Source: an optimization exercise on an open RTL-to-GDS flow (aim: small area). Production flows keep margins and buffers that such runs may drop. The RTL was checked by simulation tests, not by an equivalence proof against the original design.

$ cat flow/design.v
`default_nettype none
package hsv2rgb_pkg;
  localparam int CHAN_BITS   = 8;
  localparam int HUE_BITS    = 9;
  localparam int SECTOR_BITS = 3;
  localparam int REM_BITS    = 6;
  localparam int CHAN_MAX   = (1 << CHAN_BITS) - 1;
  localparam int SECTOR_DEG = 60;
  localparam int FULL_TURN  = 360;
  localparam int BIG        = CHAN_MAX * SECTOR_DEG;
  localparam int BIG_W    = $clog2(BIG + 1);
  localparam int PROD_P_W = 2 * CHAN_BITS;
  localparam int PROD_Q_W = CHAN_BITS + BIG_W;
  localparam int RECIP_SHIFT = PROD_Q_W;
  localparam longint unsigned RECIP_ONE = 64'd1 << RECIP_SHIFT;
  localparam longint unsigned RECIP_MAX = RECIP_ONE / CHAN_MAX;
  localparam longint unsigned RECIP_BIG = RECIP_ONE / BIG;
  localparam int RECIP_PROD_W = RECIP_SHIFT + CHAN_BITS;
  localparam logic [SECTOR_BITS-1:0] SECT_RED_YELLOW    = 3'd0;
  localparam logic [SECTOR_BITS-1:0] SECT_YELLOW_GREEN  = 3'd1;
  localparam logic [SECTOR_BITS-1:0] SECT_GREEN_CYAN    = 3'd2;
  localparam logic [SECTOR_BITS-1:0] SECT_CYAN_BLUE     = 3'd3;
  localparam logic [SECTOR_BITS-1:0] SECT_BLUE_MAGENTA  = 3'd4;
  localparam logic [SECTOR_BITS-1:0] SECT_MAGENTA_RED   = 3'd5;
  typedef logic [CHAN_BITS-1:0] chan_t;
endpackage
`default_nettype wire
`default_nettype none
module hsv_to_rgb_converter_unit (
  input  wire logic                                 clk,
  input  wire logic                                 rst,
  input  wire logic                                 in_valid,
  output logic                                      in_stall,
  input  wire logic [hsv2rgb_pkg::HUE_BITS-1:0]     hue,
  input  wire logic [hsv2rgb_pkg::CHAN_BITS-1:0]    saturation,
  input  wire logic [hsv2rgb_pkg::CHAN_BITS-1:0]    value,
  output logic                                      out_valid,
  input  wire logic                                 out_stall,
  output logic [hsv2rgb_pkg::CHAN_BITS-1:0]         red,
  output logic [hsv2rgb_pkg::CHAN_BITS-1:0]         green,
  output logic [hsv2rgb_pkg::CHAN_BITS-1:0]         blue,
  output logic [3*hsv2rgb_pkg::CHAN_BITS-1:0]       packed_color
);
  localparam int CB   = hsv2rgb_pkg::CHAN_BITS;
  localparam int HB   = hsv2rgb_pkg::HUE_BITS;
  localparam int SB   = hsv2rgb_pkg::SECTOR_BITS;
  localparam int RB   = hsv2rgb_pkg::REM_BITS;
  localparam int BW   = hsv2rgb_pkg::BIG_W;
  localparam int PPW  = hsv2rgb_pkg::PROD_P_W;
  localparam int PQW  = hsv2rgb_pkg::PROD_Q_W;
  localparam int RPW  = hsv2rgb_pkg::RECIP_PROD_W;
  localparam int RSH  = hsv2rgb_pkg::RECIP_SHIFT;
  logic adv;
  assign adv      = !out_valid || !out_stall;
  assign in_stall = !adv;
  logic [HB-1:0] hue_w;
  logic [HB-1:0] sect_base;
  logic [SB-1:0] sect_c;
  always_comb begin
    if (hue >= HB'(hsv2rgb_pkg::FULL_TURN)) begin
      hue_w = hue - HB'(hsv2rgb_pkg::FULL_TURN);
    end else begin
      hue_w = hue;
    end
    priority if (hue_w >= HB'(5 * hsv2rgb_pkg::SECTOR_DEG)) begin
      sect_c    = hsv2rgb_pkg::SECT_MAGENTA_RED;
      sect_base = HB'(5 * hsv2rgb_pkg::SECTOR_DEG);
    end else if (hue_w >= HB'(4 * hsv2rgb_pkg::SECTOR_DEG)) begin
      sect_c    = hsv2rgb_pkg::SECT_BLUE_MAGENTA;
      sect_base = HB'(4 * hsv2rgb_pkg::SECTOR_DEG);
    end else if (hue_w >= HB'(3 * hsv2rgb_pkg::SECTOR_DEG)) begin
      sect_c    = hsv2rgb_pkg::SECT_CYAN_BLUE;
      sect_base = HB'(3 * hsv2rgb_pkg::SECTOR_DEG);
    end else if (hue_w >= HB'(2 * hsv2rgb_pkg::SECTOR_DEG)) begin
      sect_c    = hsv2rgb_pkg::SECT_GREEN_CYAN;
      sect_base = HB'(2 * hsv2rgb_pkg::SECTOR_DEG);
    end else if (hue_w >= HB'(hsv2rgb_pkg::SECTOR_DEG)) begin
      sect_c    = hsv2rgb_pkg::SECT_YELLOW_GREEN;
      sect_base = HB'(hsv2rgb_pkg::SECTOR_DEG);
    end else begin
      sect_c    = hsv2rgb_pkg::SECT_RED_YELLOW;
      sect_base = '0;
    end
  end
  logic          s1_valid;
  logic [SB-1:0] s1_sector;
  logic [RB-1:0] s1_rem;
  logic [CB-1:0] s1_sat;
  logic [CB-1:0] s1_val;
  logic [HB-1:0] rem_full;
  assign rem_full = hue_w - sect_base;
  always_ff @(posedge clk) begin
    if (rst) begin
      s1_valid <= 1'b0;
    end else if (adv) begin
      s1_valid <= in_valid;
    end
  end
  always_ff @(posedge clk) begin
    if (adv) begin
      s1_sector <= sect_c;
      s1_rem    <= rem_full[RB-1:0];
      s1_sat    <= saturation;
      s1_val    <= value;
    end
  end
  logic          s2_valid;
  logic [SB-1:0] s2_sector;
  logic [CB-1:0] s2_val;
  logic [CB-1:0] s2_pnum;
  logic [BW-1:0] s2_sq;
  logic [BW-1:0] s2_st;
  logic [RB-1:0] rem_inv;
  assign rem_inv = RB'(hsv2rgb_pkg::SECTOR_DEG) - s1_rem;
  always_ff @(posedge clk) begin
    if (rst) begin
      s2_valid <= 1'b0;
    end else if (adv) begin
      s2_valid <= s1_valid;
    end
  end
  always_ff @(posedge clk) begin
    if (adv) begin
      s2_sector <= s1_sector;
      s2_val    <= s1_val;
      s2_pnum   <= CB'(hsv2rgb_pkg::CHAN_MAX) - s1_sat;
      s2_sq     <= BW'(s1_sat) * BW'(s1_rem);
      s2_st     <= BW'(s1_sat) * BW'(rem_inv);
    end
  end
  logic           s3_valid;
  logic [SB-1:0]  s3_sector;
  logic [CB-1:0]  s3_val;
  logic [PPW-1:0] s3_xp;
  logic [PQW-1:0] s3_xq;
  logic [PQW-1:0] s3_xt;
  logic [BW-1:0]  qnum;
  logic [BW-1:0]  tnum;
  assign qnum = BW'(hsv2rgb_pkg::BIG) - s2_sq;
  assign tnum = BW'(hsv2rgb_pkg::BIG) - s2_st;
  always_ff @(posedge clk) begin
    if (rst) begin
      s3_valid <= 1'b0;
    end else if (adv) begin
      s3_valid <= s2_valid;
    end
  end
  always_ff @(posedge clk) begin
    if (adv) begin
      s3_sector <= s2_sector;
      s3_val    <= s2_val;
      s3_xp     <= PPW'(s2_val) * PPW'(s2_pnum);
      s3_xq     <= PQW'(s2_val) * PQW'(qnum);
      s3_xt     <= PQW'(s2_val) * PQW'(tnum);
    end
  end
  logic           s4_valid;
  logic [SB-1:0]  s4_sector;
  logic [CB-1:0]  s4_val;
  logic [PPW-1:0] s4_xp;
  logic [PQW-1:0] s4_xq;
  logic [PQW-1:0] s4_xt;
  logic [CB-1:0]  s4_ep;
  logic [CB-1:0]  s4_eq;
  logic [CB-1:0]  s4_et;
  logic [RPW-1:0] mp;
  logic [RPW-1:0] mq;
  logic [RPW-1:0] mt;
  assign mp = RPW'(s3_xp) * RPW'(hsv2rgb_pkg::RECIP_MAX);
  assign mq = RPW'(s3_xq) * RPW'(hsv2rgb_pkg::RECIP_BIG);
  assign mt = RPW'(s3_xt) * RPW'(hsv2rgb_pkg::RECIP_BIG);
  always_ff @(posedge clk) begin
    if (rst) begin
      s4_valid <= 1'b0;
    end else if (adv) begin
      s4_valid <= s3_valid;
    end
  end
  always_ff @(posedge clk) begin
    if (adv) begin
      s4_sector <= s3_sector;
      s4_val    <= s3_val;
      s4_xp     <= s3_xp;
      s4_xq     <= s3_xq;
      s4_xt     <= s3_xt;
      s4_ep     <= mp[RSH +: CB];
      s4_eq     <= mq[RSH +: CB];
      s4_et     <= mt[RSH +: CB];
    end
  end
  logic           s5_valid;
  logic [SB-1:0]  s5_sector;
  logic [CB-1:0]  s5_val;
  logic [CB-1:0]  s5_p;
  logic [CB-1:0]  s5_q;
  logic [CB-1:0]  s5_t;
  logic [PPW-1:0] rp;
  logic [PQW-1:0] rq;
  logic [PQW-1:0] rt;
  assign rp = s4_xp - PPW'(s4_ep) * PPW'(hsv2rgb_pkg::CHAN_MAX);
  assign rq = s4_xq - PQW'(s4_eq) * PQW'(hsv2rgb_pkg::BIG);
  assign rt = s4_xt - PQW'(s4_et) * PQW'(hsv2rgb_pkg::BIG);
  always_ff @(posedge clk) begin
    if (rst) begin
      s5_valid <= 1'b0;
    end else if (adv) begin
      s5_valid <= s4_valid;
    end
  end
  always_ff @(posedge clk) begin
    if (adv) begin
      s5_sector <= s4_sector;
      s5_val    <= s4_val;
      s5_p      <= s4_ep + CB'(rp >= PPW'(hsv2rgb_pkg::CHAN_MAX));
      s5_q      <= s4_eq + CB'(rq >= PQW'(hsv2rgb_pkg::BIG));
      s5_t      <= s4_et + CB'(rt >= PQW'(hsv2rgb_pkg::BIG));
    end
  end
  hsv2rgb_pkg::chan_t red_next;
  hsv2rgb_pkg::chan_t green_next;
  hsv2rgb_pkg::chan_t blue_next;
  always_comb begin
    unique case (s5_sector)
      hsv2rgb_pkg::SECT_RED_YELLOW: begin
        red_next = s5_val; green_next = s5_t;   blue_next = s5_p;
      end
      hsv2rgb_pkg::SECT_YELLOW_GREEN: begin
        red_next = s5_q;   green_next = s5_val; blue_next = s5_p;
      end
      hsv2rgb_pkg::SECT_GREEN_CYAN: begin
        red_next = s5_p;   green_next = s5_val; blue_next = s5_t;
      end
      hsv2rgb_pkg::SECT_CYAN_BLUE: begin
        red_next = s5_p;   green_next = s5_q;   blue_next = s5_val;
      end
      hsv2rgb_pkg::SECT_BLUE_MAGENTA: begin
        red_next = s5_t;   green_next = s5_p;   blue_next = s5_val;
      end
      default: begin
        red_next = s5_val; green_next = s5_p;   blue_next = s5_q;
      end
    endcase
  end
  always_ff @(posedge clk) begin
    if (rst) begin
      out_valid <= 1'b0;
    end else if (adv) begin
      out_valid <= s5_valid;
    end
  end
  always_ff @(posedge clk) begin
    if (adv) begin
      red   <= red_next;
      green <= green_next;
      blue  <= blue_next;
    end
  end
  assign packed_color = {red, green, blue};
endmodule
`default_nettype wire
$ cat flow/run.sh
#!/bin/bash
# synth_recipe.tcl (not shown) runs the flow's synth.tcl, then flattens the netlist and writes it again
# the make line also repeats each setting of config.mk as NAME=value (left out here)
make -C /OpenROAD-flow-scripts/flow DESIGN_CONFIG=/design/flow/config.mk WORK_HOME=/design/flow/orfs CLKGATE_MAP_FILE= SYNTH_SCRIPT=/design/flow/synth_recipe.tcl finish
$ cat flow/config.mk
export PLATFORM = sky130hd
export DESIGN_NAME = hsv_to_rgb_converter_unit
export DESIGN_NICKNAME = hsv_to_rgb_converter_unit
export VERILOG_FILES = /design/flow/design.v
export SDC_FILE = /design/flow/constraint.sdc
export NUM_CORES = 4
export LEC_CHECK = 0
export CAP_MARGIN = 20
export CORE_MARGIN = 2
export CORE_UTILIZATION = 40
export SLEW_MARGIN = 20
$ cat flow/constraint.sdc
create_clock -name core_clock -period 7.5 [get_ports {clk}]
set_input_delay 1.5000 -clock core_clock [delete_from_list [all_inputs] [get_ports {clk}]]
set_output_delay 1.5000 -clock core_clock [all_outputs]
set_load 0.01 [all_outputs]
==> results.yml <==
outcome:
  status: "timing/DRC/antenna clean"
finish:
  nFillCells: 8084
  synthToLayoutAreaGrowth_pct: 9.62
  drive_above_1_share_pct: 3.64
  final_util_pct: 44.1
  finalInstanceArea_sq_um: 37500
  layoutNonFillerInstCount: 4606
  fin_nets: 4329
drt:
  drtAntennaViolNets: 0
  first_pass_iters: 5
  drt-total-wl_um: 67200
  viasPerCell: 4.89
  vias: 22500
  route.detailed.drc: 0
  drt_iter0_drc: 967
  routedWlPerCell_um: 14.6
yosys:
  async_flop_share_pct: 0
  yosysSeqAreaShare_pct: 25.9
  synth-edff-count: 291
  ys_seq_elements: 297
  syn_nets: 4272
  post_synth_inst_count: 3375
  syn_area_sq_um: 34200
  synth_cell_types: 75
  syn_area_per_cell_sq_um: 10.1
  synth_ff_type: "edfxtp_1"
  synth_warnings: 1
clock_network:
  clk_latency_ps: 580
  cts_root_buf: "clkbuf_16"
  cts_sinks: 297
  clk_path_buf_depth: 3
  cts_made_buffers: 39
  postCtsSetupBuffers: 0
  cts_hold_buf: 0
  clk_pin_slew_worst_paths_ps: 70
  cts_max_level: 2
  cts_tree: "yes"
  cts_resized: 0
timing:
  finalWorstSetupSlack_ps: 573
  fmax_ghz: 0.144
  fin_hold_ws_ps: 416
  fin_crit_sh_pct: 92.4
  layout_min_cycle_time_ps: 6930
  tightest_slew_ps: 1070
  drv_slew: 0
  setup_viol_count_final: 0
  rsz0062_at_grt: "false"
  clock_skew_ps: 30.1
  finalSetupTns_ps: 0
  relSlewSlack_pct: 28.2
  hold_violations: 0
worst_setup_path:
  slowest_delay_ps: 550
  cp-startpoint: "s4_et[2]$_DFFE_PN_"
  cp_max_fo: 8
  rr_startpoint: "s4_et[2]$_DFFE_PN_"
  crit_top_cell: "fa_1"
  worst_setup_path_end_kind: "flip-flop"
  worstSetupStartpointType: "flip-flop"
  crit_required_ps: 7830
  cp_slowest_cell: "fa_1"
  critical_path_class: "flip-flop to flip-flop"
  worstPathArrival_ps: 7250
grt:
  grt_overflow_total: 0
  antenna_found_initial: 3
  grt_max_degree: 138
  grt_pass1_vias: 23100
  track_usage_pct: 16.1
  grt_first_pass_wirelength_um: 115000
die:
  row_count: 107
  pin_count: 79
  start_util_pct: 40.3
  dieHeight_um: 296
  coreArea_sq_um: 84900
  die-area_sq_um: 87800
  die_w_um: 296
place:
  dp.cells: 4535
  place_congestion: 0.852
  hpwl_um: 54300
  port_buffers: 78
  place_ws_ps: 551
  dpl-instance-area_sq_um: 36200
hold_path:
  holdCritStartpoint: "s3_val[7]$_DFFE_PN_"
  hold_path.class: "flip-flop to flip-flop"
job:
  maxCapViolCount: 0
synthesized netlist by cell type (15+ instances only):
| cell | number | area (sq um) |
|---|---|---|
| buf_4 | 24 | 180 |
| o21bai_1 | 17 | 128 |
| and2_1 | 183 | 1140 |
| o21a_1 | 22 | 165 |
| nor2b_1 | 35 | 219 |
| nand2b_1 | 20 | 125 |
| inv_1 | 655 | 2460 |
| o21ai_0 | 97 | 485 |
| ha_1 | 511 | 6390 |
| nand2_1 | 296 | 1110 |
| nand4_1 | 21 | 131 |
| a21o_1 | 39 | 293 |
| mux2_2 | 22 | 248 |
| xor2_1 | 66 | 578 |
| mux2i_1 | 27 | 270 |
| and3_1 | 15 | 93.8 |
| a211oi_1 | 25 | 188 |
| clkbuf_1 | 54 | 203 |
| nor3_1 | 46 | 230 |
| edfxtp_1 | 291 | 8740 |
| fa_1 | 357 | 7150 |
| a21oi_1 | 111 | 556 |
| o22ai_1 | 15 | 93.8 |
| xnor2_1 | 115 | 1010 |
| nand3_1 | 32 | 160 |
| nor2_1 | 121 | 454 |
placed cells by master (no fill, tap or decap), drive strengths merged, types with 15 or more instances in the layout:
cell / synthesis / layout
a211oi: 25 / 25
a21o: 39 / 39
a21oi: 116 / 116
and2: 183 / 183
and3: 15 / 15
buf: 26 / 18
clkbuf: 54 / 41
clkdlybuf4s50: 0 / 78
clkinv: 2 / 18
edfxtp: 291 / 291
fa: 357 / 357
ha: 511 / 511
inv: 655 / 660
mux2: 22 / 22
mux2i: 28 / 28
nand2: 296 / 296
nand2b: 20 / 20
nand3: 32 / 32
nand4: 21 / 21
nor2: 121 / 121
nor2b: 35 / 35
nor3: 46 / 46
o21a: 22 / 22
o21ai: 103 / 103
o21bai: 17 / 17
o22ai: 15 / 15
xnor2: 116 / 116
xor2: 66 / 66
flip-flops by register name, summed over array words and instances (netlist names), 13 cells and up:
register,cells
s4_xq,20
s2_sq,14
s4_xp,16
s3_xq,22
s3_xt,21
s2_st,13
s3_xp,16
s4_xt,20
logic make-up after synthesis:
group                    synth area share, %
buffers and inverters                   8.36
multiplexers                            1.56
XOR/XNOR                                4.69
flip-flops                              25.9
adder cells (fa/ha/maj)                 39.7
AO/OA/AOI/OAI                           8.35
AND/OR/NAND/NOR                         11.5
final cells by class:
type                    instances  area (sq um)  share of cell area (%)
multi-input cells            2341         22500                    60.0
flip-flops and latches        297          8860                    23.7
inverters                     657          2470                    6.58
well taps                    1144          1430                    3.82
clock buffers                  41           983                    2.63
repair buffers                 96           928                    2.48
clock inverters                29           317                   0.845
diodes                          1          2.50                 0.00668
critical path, delay by kind of cell (launching register included):
family | cells | cell delay, ps
and+or+nand+nor | 5 | 660
adders and majority gates | 7 | 2790
DFF | 1 | 530
xor gates and xnor gates | 3 | 400
AOI/OAI and AO/OA | 9 | 2040
buffers and inverters | 3 | 250
worst paths after layout:
kind / endpoint / slack, ps / cells after the start
setup / recovery: s5_t[6]$_DFFE_PN_ / 570 / 27
hold / removal: s4_val[7]$_DFFE_PN_ / 420 / 0
setup reg to reg: s5_t[6]$_DFFE_PN_ / 570 / 27
hold reg to reg: s4_val[7]$_DFFE_PN_ / 420 / 0
metal layers:
metal / track usage [%] / up-vias / share of wire (%)
met1: 22.4 / 10900 / 49
met3: 2.02 / 57 / 3.8
met4: 3.33 / 0 / 1.7
li1: - / 11300 / -
met2: 26.8 / 297 / 46
met5: 0 / - / 0

re-timing with driven ports:
In the flow no input, the clock included, has a driving cell. The finished layout below was timed again as built, in two steps.
Step 1 (the two cells are an assumption about what drives the block):
set clk [get_ports {clk}]
set_driving_cell -lib_cell sky130_fd_sc_hd__clkbuf_16 $clk
set_driving_cell -lib_cell sky130_fd_sc_hd__buf_2 [delete_from_list [all_inputs] $clk]
Step 2 moves the port delays by t, midway between the first and last clock arrival at a register: inputs arrive t later, outputs are due t later. That takes back most of the time a late clock gives input paths.
a / b / c = ideal / step 1 / step 2; a / b = the first two.
t (ns): 0.627
setup WS [ns]: 0.573 / 0.573 / 0.573
worst setup path at the end: register to register
latest minus earliest clock arrival (ns): 0.033 / 0.033
After both steps setup and hold are still met in this run. The setup slack of this run moves by 0.000 ns with the drivers and by 0.000 ns with both steps.
